Context: an optimization exercise on an open-source flow, tuned for small area, a short achievable clock period and few clock cycles per item. The choices shown serve that exercise and are no tape-out recipe.
The RTL was checked by simulation tests, not by an equivalence proof against the original design.

== run 1 ==
// pi_heading_aligner_top
module pi_heading_aligner_top (
  input  logic                                clk_i,
  input  logic                                rst_ni,
  input  logic                                cfg_we_i,
  input  logic [pha_pkg::AddrW-1:0]           cfg_addr_i,
  input  logic [pha_pkg::CfgDataW-1:0]        cfg_wdata_i,
  input  logic                                in_valid_i,
  output logic                                in_ready_o,
  input  logic signed [pha_pkg::ErrW-1:0]     heading_error_i,
  input  logic                                target_valid_i,
  output logic                                out_valid_o,
  input  logic                                out_ready_i,
  output logic signed [pha_pkg::DriveW-1:0]   left_drive_o,
  output logic signed [pha_pkg::DriveW-1:0]   right_drive_o,
  output logic signed [pha_pkg::DriveW-1:0]   steer_value_o,
  output logic                                aligned_o
);
  localparam int unsigned IW = 21;   
  pha_pkg::cfg_t cfg_q;
  logic sk_valid_q, s0_valid_q, s1_valid_q, s2_valid_q, out_valid_q;
  logic adv, s0_load, in_acc, in_ready_q;
  logic [ErrW-1:0]        sk_err_q, s0_err_q;
  logic                   sk_tgt_q, s0_tgt_q, s1_tgt_q, s2_tgt_q;
  logic signed [IW-1:0]   integ_q;
  logic [36:0]            s1_prop_q;
  logic [36:5]            s2_acc_q;
  logic signed [DriveW-1:0] left_q, right_q, steer_q;
  logic                   aligned_q;
  logic [GainEncW-1:0] gain_enc;
  always_comb begin
    for (int j = 0; j < GainW / 2; j++) begin
      logic y1, y0, ym;
      y1 = cfg_wdata_i[2*j+1];
      y0 = cfg_wdata_i[2*j];
      ym = (j == 0) ? 1'b0 : cfg_wdata_i[2*j-1];
      gain_enc[3*j]   = y0 ^ ym;
      gain_enc[3*j+1] = (y1 & !y0 & !ym) | (!y1 & y0 & ym);
      gain_enc[3*j+2] = y1;
    end
  end
  always_ff @(posedge clk_i or negedge rst_ni) begin
    if (!rst_ni) begin
      cfg_q.prop_gain      <= '0;
      cfg_q.integ_gain     <= '0;
      cfg_q.integ_limit    <= '0;
      cfg_q.speed_limit    <= SpeedLimReset;
      cfg_q.seek_direction <= SeekNone;
    end else if (cfg_we_i) begin
      unique case (cfg_addr_i)
        RegPropGain:  cfg_q.prop_gain      <= gain_enc;
  ...
Size in the first run: ~3,500 cells after synthesis, about 94 I/O pins, roughly 0.028 mm2 of cells after synthesis.
clock: 15.0 ns
lec_check: 0
abc_area: 1
cap_margin: 20
core_margin: 2
core_utilization: 40
slew_margin: 20
standard.sh (not shown) runs the stock make flow with config.mk's settings and CLKGATE_MAP_FILE= SYNTH_SCRIPT=/design/flow/synth_recipe.tcl, a recipe that flattens the netlist after the stock synthesis.
==> flow/flow/run.sh <==
#!/bin/bash
set -euo pipefail
HERE="$(cd "$(dirname "$0")" && pwd)"
mapfile -t ARGS < "$HERE/make_args.txt"
bash standard.sh finish "${ARGS[@]}" > flow_make.log 2>&1
==> flow/flow/make_args.txt <==
SETUP_SLACK_MARGIN=9.6
BUFFER_PORTS_ARGS=-buffer_cell sky130_fd_sc_hd__buf_1
Testbench counts of run 1, summed over its fixed seeds: cycles 5,952, items 5,760.
[inputs] run 2 vs run 1
Settings: putting TNS_END_PERCENT at 5 where nothing was set.
==> flow/flow/make_args.txt <==
SETUP_SLACK_MARGIN=9.8
BUFFER_PORTS_ARGS=-buffer_cell sky130_fd_sc_hd__buf_1
Worst setup slack (run 2 over run 1): increase, 120 ps. For the number of buffers and inverters on the critical path, run 2 came in 2 lower than run 1 did. Summary of run 2 over run 1: flip-flop and latch share of the layout cell area now sits lower; non-clock buffer count now sits higher.
Modified inputs, run 3 compared to run 2
Settings: changing CORE_UTILIZATION from 40 to 50.
==> comparison <==
On run 3: period utilization is 0.21 points lower than what run 2 gave. Critical path depth was higher in run 3 than in run 2. Route | run 3 vs run 2 | wire longer in run 3. Number of non-clock buffers, run 3 and run 2, higher one = run 3. Tap cell instance count (run 3 vs. run 2) decreases by more than 10%. Taking run 2 as the reference point, the initial antenna violation count of run 3 falls by 2. Reported for run 3 and run 2, sequential cell count turned out identical to the last digit. Relative to run 2, clock network area share has decreased by 0.24 points in run 3. On relative slew slack, run 3 does worse than run 2.
Input-level comparison between run 4 and run 3:
Settings: CORE_UTILIZATION changed from 50 to 40; TNS_END_PERCENT removed (was 5).
Results
- Run 4 ended up with a lower global-route usage than run 3 did.
- Final RePlAce weighted congestion shrinks by a few percent when moving from run 3 to run 4.
- NOTE: detail-routed net length per standard cell in run 4 falls short of that of run 3
- Run 4 reports its beginning of the critical path as cfg_q[40] while run 3 reports cfg_q[68].
- Worst setup slack: run 4 vs run 3 down 20 ps

* * *

pi_heading_aligner_top again, from the RTL that the note above started with.
Design pi_heading_aligner_top, start of the top module:
module pi_heading_aligner_top (
  input  logic                                clk_i,
  input  logic                                rst_ni,
  input  logic                                cfg_we_i,
  input  logic [pha_pkg::AddrW-1:0]           cfg_addr_i,
  input  logic [pha_pkg::CfgDataW-1:0]        cfg_wdata_i,
  input  logic                                in_valid_i,
  output logic                                in_ready_o,
  input  logic signed [pha_pkg::ErrW-1:0]     heading_error_i,
  input  logic                                target_valid_i,
  output logic                                out_valid_o,
  input  logic                                out_ready_i,
  output logic signed [pha_pkg::DriveW-1:0]   left_drive_o,
  output logic signed [pha_pkg::DriveW-1:0]   right_drive_o,
  output logic signed [pha_pkg::DriveW-1:0]   steer_value_o,
  output logic                                aligned_o
);
==> flow/config.mk <==
export PLATFORM = sky130hd
export DESIGN_NAME = pi_heading_aligner_top
export DESIGN_NICKNAME = pi_heading_aligner_top
export VERILOG_FILES = /design/flow/design.v
export SDC_FILE = /design/flow/constraint.sdc
export NUM_CORES = 4
export LEC_CHECK = 0
export ABC_AREA = 1
export CAP_MARGIN = 20
export CORE_MARGIN = 2
export CORE_UTILIZATION = 40
export SLEW_MARGIN = 20
==> flow/constraint.sdc <==
create_clock -name core_clock -period 15.0 [get_ports {clk_i}]
set_input_delay 3.0000 -clock core_clock [delete_from_list [all_inputs] [get_ports {clk_i}]]
set_output_delay 3.0000 -clock core_clock [all_outputs]
set_load 0.01 [all_outputs]
==> flow/flow/make_args.txt <==
SETUP_SLACK_MARGIN=10.5
Scripts as last shown in full above: flow/flow/run.sh
The first run completed without violations.
Testbench counts at the start, summed over its fixed seeds: cycles 5,952, items 5,760.
==> next run, changes <==
==> flow/flow/run.sh (replaced) <==
#!/bin/bash
set -euo pipefail
MARGIN=$(cat "$(dirname "$0")/setup_margin.txt")
bash standard.sh finish SETUP_SLACK_MARGIN=$MARGIN > flow_make.log 2>&1
==> flow/flow/setup_margin.txt (new file) <==
10
removed: flow/flow/make_args.txt
The changed run went through all stages and came out clean. Fmax goes up by 0.65%. Synthesized cell count does not change. Non-clock buffer count shrinks by 96. Via count decreases by 2.6%. Wire length is lower by 4.8%. Worst hold slack got worse by 0.039 ns. Sequential share of layout area climbs by 1.3 points. Clock-buffer cell count came out lower by 7. Cell count came out lower by about 2%.

==> port drivers added, routing unchanged <==
Ports are ideal in the flow. The routed layouts listed here were re-timed in OpenROAD. Step 1: set_driving_cell puts a clkbuf_16 on clk_i and a buf_2 on each other input, an assumption about the parent block. Step 2 moves the port delays by t, midway between the first and last clock arrival at a register: inputs arrive t later, outputs are due t later. That takes back most of the time a late clock gives input paths. a / b / c = no drivers / after step 1 / after step 2; a / b = the first two.
run | t, ns | setup slack, ns | cell pins on the clock port's net
run 1 | 0.629 | 9.720 / 9.720 / 9.375 | 1
run 2 | 0.647 | 9.837 / 9.837 / 9.554 | 1
run 3 | 0.633 | 9.869 / 9.869 / 9.572 | 1
run 4 | 0.626 | 9.849 / 9.849 / 9.588 | 1
the first run of note 2 | 0.638 | 9.940 / 9.940 / 9.940 | 1
the second run of note 2 | 0.635 | 9.972 / 9.972 / 9.557 | 1
After both steps every run listed still meets setup and hold. For the second run of note 2, which loses most, drivers alone change the setup slack by 0.000 ns; drivers and shift together by -0.415 ns.
